Source: an optimization exercise on an open RTL-to-GDS flow (aim: small area, a short achievable clock period and few clock cycles per item). Production flows keep margins and buffers that such runs may drop.
In this exercise RTL edits were held to simulation tests only and were not proved equivalent to the original.

$ cat design/flow/design.v
`timescale 1ns / 1ps
package rhc_pkg;
  localparam int COMP_BITS   = 8;
  localparam int HUE_BITS    = 16;
  localparam int HDIV_BITS   = COMP_BITS + 3;
  localparam int PIPE_DEPTH  = (HUE_BITS > COMP_BITS) ? HUE_BITS : COMP_BITS;
  localparam int QUEUE_DEPTH = 4;
  typedef struct packed {
    logic [COMP_BITS-1:0] red;
    logic [COMP_BITS-1:0] green;
    logic [COMP_BITS-1:0] blue;
    logic [COMP_BITS-1:0] alpha;
  } pix_in_t;
  typedef struct packed {
    logic [HUE_BITS-1:0]  hue;
    logic [COMP_BITS-1:0] saturation;
    logic [COMP_BITS-1:0] brightness;
    logic [COMP_BITS-1:0] alpha_out;
  } pix_out_t;
  typedef struct packed {
    logic                 grey;
    logic [COMP_BITS-1:0] brightness;
    logic [COMP_BITS-1:0] alpha;
    logic [COMP_BITS-1:0] sat_rem;
    logic [COMP_BITS-1:0] sat_low;
    logic [COMP_BITS-1:0] sat_div;
    logic [HDIV_BITS-1:0] hue_rem;
    logic [HDIV_BITS-1:0] hue_div;
  } job_t;
endpackage
`timescale 1ns / 1ps
module rhc_front #(
  parameter int DEPTH = rhc_pkg::QUEUE_DEPTH
) (
  input  logic            clk,
  input  logic            rst,
  input  logic            push,
  input  rhc_pkg::pix_in_t pixel,
  output logic            full,
  input  logic            take,
  output logic            job_valid,
  output rhc_pkg::job_t   job
);
  localparam int C  = rhc_pkg::COMP_BITS;
  localparam int HW = rhc_pkg::HDIV_BITS;
  localparam int PW = (DEPTH > 1) ? $clog2(DEPTH) : 1;
  localparam int CW = $clog2(DEPTH + 1);
  logic [1+5*C+2*HW-1:0] mem [DEPTH];
  rhc_pkg::job_t  cls;
  logic [PW-1:0]  wr_ptr;
  logic [PW-1:0]  rd_ptr;
  logic [CW-1:0]  count;
  logic           do_push;
  logic           do_pop;
  logic [C-1:0]    mx;
  logic [C-1:0]    mn;
  logic [C-1:0]    d;
  logic [HW-1:0]   d_ext;
  logic [HW-1:0]   six_d;
  logic [2*C-1:0]  prod;
  logic [HW-1:0]   hue_rem;
  always_comb begin
    mx = pixel.red;
    if (pixel.green > mx) mx = pixel.green;
    if (pixel.blue > mx) mx = pixel.blue;
    mn = pixel.red;
    if (pixel.green < mn) mn = pixel.green;
    if (pixel.blue < mn) mn = pixel.blue;
    d     = mx - mn;
    d_ext = {3'b000, d};
    six_d = (d_ext << 2) + (d_ext << 1);
    prod  = {d, {C{1'b0}}} - {{C{1'b0}}, d};
    priority if (mx == pixel.red) begin
      if (pixel.green >= pixel.blue) begin
        hue_rem = {3'b000, pixel.green - pixel.blue};
      end else begin
        hue_rem = six_d - {3'b000, pixel.blue - pixel.green};
      end
    end else if (mx == pixel.green) begin
      hue_rem = (d_ext << 1) + {3'b000, pixel.blue} - {3'b000, pixel.red};
    end else begin
      hue_rem = (d_ext << 2) + {3'b000, pixel.red} - {3'b000, pixel.green};
    end
  end
  assign cls = {(d == '0), mx, pixel.alpha, prod[2*C-1:C], prod[C-1:0], mx, hue_rem, six_d};
  assign full      = (count == CW'(DEPTH));
  assign job_valid = (count != '0);
  assign job       = mem[rd_ptr];
  assign do_push   = push && !full;
  assign do_pop    = take && job_valid;
  always_ff @(posedge clk) begin
    if (do_push) begin
      mem[wr_ptr] <= cls;
    end
  end
  always_ff @(posedge clk) begin
    if (rst) begin
      wr_ptr <= '0;
      rd_ptr <= '0;
      count  <= '0;
    end else begin
      if (do_push) begin
        wr_ptr <= (wr_ptr == PW'(DEPTH - 1)) ? '0 : wr_ptr + 1'b1;
      end
      if (do_pop) begin
        rd_ptr <= (rd_ptr == PW'(DEPTH - 1)) ? '0 : rd_ptr + 1'b1;
      end
      if (do_push && !do_pop) begin
        count <= count + 1'b1;
      end else if (do_pop && !do_push) begin
        count <= count - 1'b1;
      end
    end
  end
endmodule
`timescale 1ns / 1ps
module rhc_div #(
  parameter int W     = rhc_pkg::COMP_BITS,
  parameter int QBITS = rhc_pkg::COMP_BITS,
  parameter int DEPTH = rhc_pkg::PIPE_DEPTH
) (
  input  logic             clk,
  input  logic             en,
  input  logic [W-1:0]     rem_in,
  input  logic [QBITS-1:0] low_in,
  input  logic [W-1:0]     div_in,
  output logic [QBITS-1:0] quo
);
  logic [DEPTH-1:0][W-1:0]     rem_q;
  logic [DEPTH-1:0][QBITS-1:0] low_q;
  logic [DEPTH-1:0][W-1:0]     div_q;
  logic [DEPTH-1:0][W-1:0]     r_src;
  logic [DEPTH-1:0][QBITS-1:0] l_src;
  logic [DEPTH-1:0][W-1:0]     d_src;
  logic [DEPTH-1:0][W-1:0]     r_nxt;
  logic [DEPTH-1:0][QBITS-1:0] l_nxt;
  for (genvar i = 0; i < DEPTH; i++) begin : g_stage
    logic [W:0] t;
    logic [W:0] diff;
    logic       ge;
    if (i == 0) begin : g_first
      assign r_src[i] = rem_in;
      assign l_src[i] = low_in;
      assign d_src[i] = div_in;
    end else begin : g_rest
      assign r_src[i] = rem_q[i-1];
      assign l_src[i] = low_q[i-1];
      assign d_src[i] = div_q[i-1];
    end
    assign t    = {r_src[i], l_src[i][QBITS-1]};
    assign diff = t - {1'b0, d_src[i]};
    assign ge   = (t >= {1'b0, d_src[i]});
    if (i < QBITS) begin : g_work
      assign r_nxt[i] = ge ? diff[W-1:0] : t[W-1:0];
      assign l_nxt[i] = {l_src[i][QBITS-2:0], ge};
    end else begin : g_pad
      assign r_nxt[i] = r_src[i];
      assign l_nxt[i] = l_src[i];
    end
    always_ff @(posedge clk) begin
      if (en) begin
        rem_q[i] <= r_nxt[i];
        low_q[i] <= l_nxt[i];
        div_q[i] <= d_src[i];
      end
    end
  end
  assign quo = low_q[DEPTH-1];
endmodule
`timescale 1ns / 1ps
module rhc_back (
  input  logic             clk,
  input  logic             rst,
  input  logic             job_valid,
  input  rhc_pkg::job_t    job,
  output logic             take,
  output logic             empty,
  input  logic             pop,
  output rhc_pkg::pix_out_t hsv
);
  localparam int C  = rhc_pkg::COMP_BITS;
  localparam int H  = rhc_pkg::HUE_BITS;
  localparam int HW = rhc_pkg::HDIV_BITS;
  localparam int N  = rhc_pkg::PIPE_DEPTH;
  logic [N-1:0]        vld;
  logic [N-1:0]        grey;
  logic [N-1:0][C-1:0] bright;
  logic [N-1:0][C-1:0] alpha;
  logic         en;
  logic [H-1:0] hue_q;
  logic [C-1:0] sat_q;
  assign en   = !vld[N-1] || pop;
  assign take = en;
  rhc_div #(.W(HW), .QBITS(H), .DEPTH(N)) u_hue_div (
    .clk    (clk),
    .en     (en),
    .rem_in (job.hue_rem),
    .low_in ('0),
    .div_in (job.hue_div),
    .quo    (hue_q)
  );
  rhc_div #(.W(C), .QBITS(C), .DEPTH(N)) u_sat_div (
    .clk    (clk),
    .en     (en),
    .rem_in (job.sat_rem),
    .low_in (job.sat_low),
    .div_in (job.sat_div),
    .quo    (sat_q)
  );
  always_ff @(posedge clk) begin
    if (rst) begin
      vld <= '0;
    end else if (en) begin
      vld <= {vld[N-2:0], job_valid};
    end
  end
  always_ff @(posedge clk) begin
    if (en) begin
      grey   <= {grey[N-2:0], job.grey};
      bright <= {bright[N-2:0], job.brightness};
      alpha  <= {alpha[N-2:0], job.alpha};
    end
  end
  assign empty          = !vld[N-1];
  assign hsv.hue        = grey[N-1] ? '0 : hue_q;
  assign hsv.saturation = grey[N-1] ? '0 : sat_q;
  assign hsv.brightness = bright[N-1];
  assign hsv.alpha_out  = alpha[N-1];
endmodule
`timescale 1ns / 1ps
module rgb_to_hsv_converter_top #(
  parameter int QUEUE_DEPTH = rhc_pkg::QUEUE_DEPTH
) (
  input  logic        clk,
  input  logic        rst,
  input  logic        push,
  input  logic [31:0] pixel,
  output logic        full,
  output logic        empty,
  input  logic        pop,
  output logic [39:0] hsv
);
  logic              take;
  logic              job_valid;
  rhc_pkg::job_t     job;
  rhc_pkg::pix_in_t  pix_s;
  rhc_pkg::pix_out_t hsv_s;
  assign pix_s = pixel;
  assign hsv   = hsv_s;
  rhc_front #(.DEPTH(QUEUE_DEPTH)) u_front (
    .clk       (clk),
    .rst       (rst),
    .push      (push),
    .pixel     (pix_s),
    .full      (full),
    .take      (take),
    .job_valid (job_valid),
    .job       (job)
  );
  rhc_back u_back (
    .clk       (clk),
    .rst       (rst),
    .job_valid (job_valid),
    .job       (job),
    .take      (take),
    .empty     (empty),
    .pop       (pop),
    .hsv       (hsv_s)
  );
endmodule
$ cat design/flow/run.sh
#!/bin/bash
# synth_recipe.tcl (not shown) runs the flow's synth.tcl, then flattens the netlist and writes it again
# the make line also repeats each setting of config.mk as NAME=value (left out here)
make -C /OpenROAD-flow-scripts/flow DESIGN_CONFIG=/design/flow/config.mk WORK_HOME=/design/flow/orfs CLKGATE_MAP_FILE= SYNTH_SCRIPT=/design/flow/synth_recipe.tcl finish
$ cat design/flow/config.mk
export PLATFORM = sky130hd
export DESIGN_NAME = rgb_to_hsv_converter_top
export DESIGN_NICKNAME = rgb_to_hsv_converter_top
export VERILOG_FILES = /design/flow/design.v
export SDC_FILE = /design/flow/constraint.sdc
export NUM_CORES = 4
export LEC_CHECK = 0
export CAP_MARGIN = 20
export CORE_MARGIN = 2
export CORE_UTILIZATION = 40
export SLEW_MARGIN = 20
$ cat design/flow/constraint.sdc
create_clock -name core_clock -period 8.5 [get_ports {clk}]
set_input_delay 1.7000 -clock core_clock [delete_from_list [all_inputs] [get_ports {clk}]]
set_output_delay 1.7000 -clock core_clock [all_outputs]
set_load 0.01 [all_outputs]
==> run notes <==
per-stage QoR:
stage	hold WS [ns]	utilization, %	instances
floorplan	0.4003	-	3631
detailed placement	0.4045	44.18	5547
CTS	0.3969	47.21	5770
global route	0.3927	47.49	5780
finish	0.3928	47.49	5780
global placement	0.4003	44.18	5547
registers in the layout (all words and copies together), names as in the netlist, named ones only:
name,cells
u_back.u_sat_div.low_q,126
u_front.count,3
u_front.rd_ptr,2
u_back.bright,128
u_back.u_sat_div.rem_q,56
u_back.grey,16
u_back.alpha,128
u_back.u_hue_div.div_q,139
u_front.mem,208
u_back.vld,16
u_back.u_hue_div.rem_q,150
u_front.wr_ptr,2
u_back.u_hue_div.low_q,136
critical path: cells and delay by family:
| family | cells | cell delay [ns] |
|---|---|---|
| and+or+nand+nor | 9 | 1.45 |
| AOI/OAI and AO/OA | 17 | 3.11 |
| buffers and inverters | 7 | 0.73 |
| adders and majority gates | 5 | 1.27 |
| xor gates and xnor gates | 1 | 0.08 |
| muxes | 1 | 0.29 |
metal layers:
metal | vias up | share of wire (%) | track usage, %
met5 | - | 0 | 0
met4 | 0 | 2.7 | 4.795
met3 | 153 | 3.5 | 2.115
met2 | 388 | 51 | 24.41
met1 | 13550 | 43 | 16.69
li1 | 14020 | - | -
cells in the mapped netlist (3+ instances only):
cell type / number
a21o_1: 84
a211oi_1: 16
and2_1: 37
edfxtp_1: 1087
nor2_1: 183
o21bai_1: 18
mux2_2: 25
o211ai_1: 6
o311ai_0: 5
clkbuf_1: 51
nor2b_1: 69
fa_1: 37
o21a_1: 4
a211o_1: 5
mux2i_1: 16
dfxtp_1: 25
or4_1: 17
a21oi_1: 243
mux4_2: 52
a31oi_1: 7
nand2b_1: 48
and3_1: 3
nand4_1: 46
inv_1: 438
o21ai_0: 198
o31a_1: 4
nand3_1: 17
nor4_1: 7
xor2_1: 50
a221oi_1: 17
xnor2_1: 147
or2_2: 4
buf_4: 16
o31ai_1: 32
o21ai_1: 8
o311ai_1: 3
nand2_1: 208
a221o_1: 3
nor3_1: 8
buf_1: 4
nor3b_1: 3
ha_1: 324
o211a_1: 9
buf_2: 3
worst max-delay path by stage:
stage,startpoint,slack [ns],depth (start not counted),to
6_report,pixel[17],0.35,40,u_front.mem[3][21]$_DFFE_PP_
4_1_cts,pixel[17],0.02,45,u_front.mem[2][20]$_DFFE_PP_
2_1_floorplan,pixel[17],-0.10,44,u_front.mem[0][20]$_DFFE_PP_
3_3_place_gp,pixel[17],-0.91,44,u_front.mem[0][20]$_DFFE_PP_
5_1_grt,pixel[17],-0.03,44,u_front.mem[1][20]$_DFFE_PP_
3_5_place_dp,pixel[17],-1.05,44,u_front.mem[3][20]$_DFFE_PP_
layout make-up:
type                    instances  area share, %
clock buffers                 146          5.050
clock inverters                73          1.209
inverters                     440          2.798
multi-input cells            2006          27.02
flip-flops and latches       1112          55.52
well taps                    1650          3.458
repair buffers                353          4.946
timing repair:
| item | 4_1_cts | 5_1_grt |
|---|---|---|
| setup buffers | 3 | 9 |
| hold buffers | 0 | 0 |
| resized for setup | 6 | 57 |
| endpoints found under the setup margin | 16 | 20 |
| pin swaps | 3 | 34 |
| gates cloned | 1 | 0 |
logic make-up (layout without fill, tap and decap cells):
logic type	Yosys count	after routing	synth area share [%]
flops	1112	1112	65.35
buf+inv	514	1012	3.930
xor+xnor	198	198	3.457
mux	93	93	3.180
compound gates	691	692	8.342
simple gates	662	662	6.284
fa+ha+maj	361	361	9.454
==> impl_metrics.tcl <==
set metrics [dict create \
    outcome "finished clean" \
    yosysWarnings 4 \
    drv_cap 0 \
    worst_ep_arrival_time_ns 8.63 \
    firstDrtPassIters 5 \
    grt_pass1_vias 28430 \
    layout-drive-gt1-share_pct 15.23 \
    cts_num_sinks 1112 \
    vias 28110 \
    synth.area.top_cells "edfxtp_1 64%, ha_1 8.0%, inv_1 3.2%" \
    fill_cells 10930 \
    r2r-end "u_back.u_sat_div.rem_q[6]$_DFFE_PP_" \
    grt_max_degree 203 \
    syn_area_um2 50710 \
    placed_area_um2 55550 \
    syn_area_per_cell_um2 13.97 \
    syn_inst 3631 \
    synth_top_area_cell "edfxtp_1" \
    setup_viol 0 \
    ys_ff_latch 1112 \
    layout_common_cells "1087 x edfxtp_1, 425 x inv_1, 310 x ha_1, 267 x buf_4, 227 x a21oi_1" \
    routed_wl_mm 88.57 \
    regArea_um2 33150 \
    synth_top_area_share_pct 64.37 \
    hold_viol 0 \
    grt_pass1_wl_mm 143.9 \
    critPathSlowestCell "or4_4" \
    yosysSeqAreaShare_pct 65.35 \
    initial_core_util_pct 40.33 \
    die-area_um2 129600 \
    drc 0 \
    r2r_cells 14 \
    die_y_um 360.1 \
    min_to "u_back.u_hue_div.low_q[146]$_DFFE_PP_" \
    clkLatencyLatePin_ns 0.72 \
    cts.path.max_buffers 3 \
    detail_route.wl_per_cell_um 15.32 \
    antenna_found_initial 0 \
    worstMarginPinSlew_ns 1.068 \
    fmax_mhz 122.7 \
    yosysUniqueCellTypes 81 \
    fp.dieW_um 360.1 \
    rows 130 \
    hold_start "u_back.u_hue_div.low_q[129]$_DFFE_PP_" \
    final_common_cell "edfxtp_1" \
    synth_nets 4028 \
    io_buffer_count 77 \
    timing.final.crit_share_pct 95.89 \
    cts_tree "built" \
    holdPathStages 0 \
    nNetsFinal 4426 \
    postLayoutCellArea_um2 59710 \
    pre_cts_ws_ns -1.045 \
    skew_ns 0.05404 \
    synth_edf_count 1087 \
    r2r_setup_slack_ns 4.04 \
    cp_slowest_stage_delay_ns 0.56 \
    htreeDepth 3 \
    core_um2 125700 \
    hold_path.class "register to register" \
    drv_slew 0 \
    post-route-worst-setup-slack_ns 0.3495 \
    avgViaCountPerCell 4.863 \
    finalSetupTns_ns 0 \
    drt_iter0_markers 1589 \
    cp_max_fo 5 \
    post-dp-hpwl_mm 60.96 \
    multi_input_area_um2 16130 \
    diodes 0 \
    cts_buffers 116 \
    crit_path_end_kind "register" \
    ios 78 \
    maxSlewHeadroom_pct 28.65 \
    min_period_ns 8.150 \
    syn_to_final_growth_pct 17.73 \
    root_buffer "clkbuf_16" \
    grt_overflow 0 \
    synth_ff_type "edfxtp_1" \
    clk_transition_reported_paths_ns 0.06 \
    place.gp.congestion 0.8572 \
    crit_type "primary input to register" \
    antenna_left 0 \
    required_ns 8.98 \
    start_kind "primary input" \
    synthArstFlopShare_pct 0 \
    grt.total_usage_pct 13.65 \
]
Testbench counts, summed over its fixed seeds: cycles 8,328, items 8,192.

==> separate check: timing with driven ports <==
No port has a modelled driver above. Below, the same layout with a new extraction and two added sets of constraints. Step 1: set_driving_cell puts a clkbuf_16 on clk and a buf_2 on each other input, an assumption about the parent block. Step 2 also shifts input and output timing later by t, the mid clock arrival at the registers, as if the neighbouring blocks saw the same clock. a / b / c = ideal / step 1 / step 2; a / b = the first two.
t (ns): 0.762
setup slack, ns: 0.350 / 0.398 / -0.364
slew at the worst register clock pin (ns): 0.06 / 0.06
cell pins on the clock port's net: 1
Met with ideal ports but missed after step 2: setup timing in this run. The setup slack of this run moves by +0.048 ns with the drivers and by -0.714 ns with both steps.
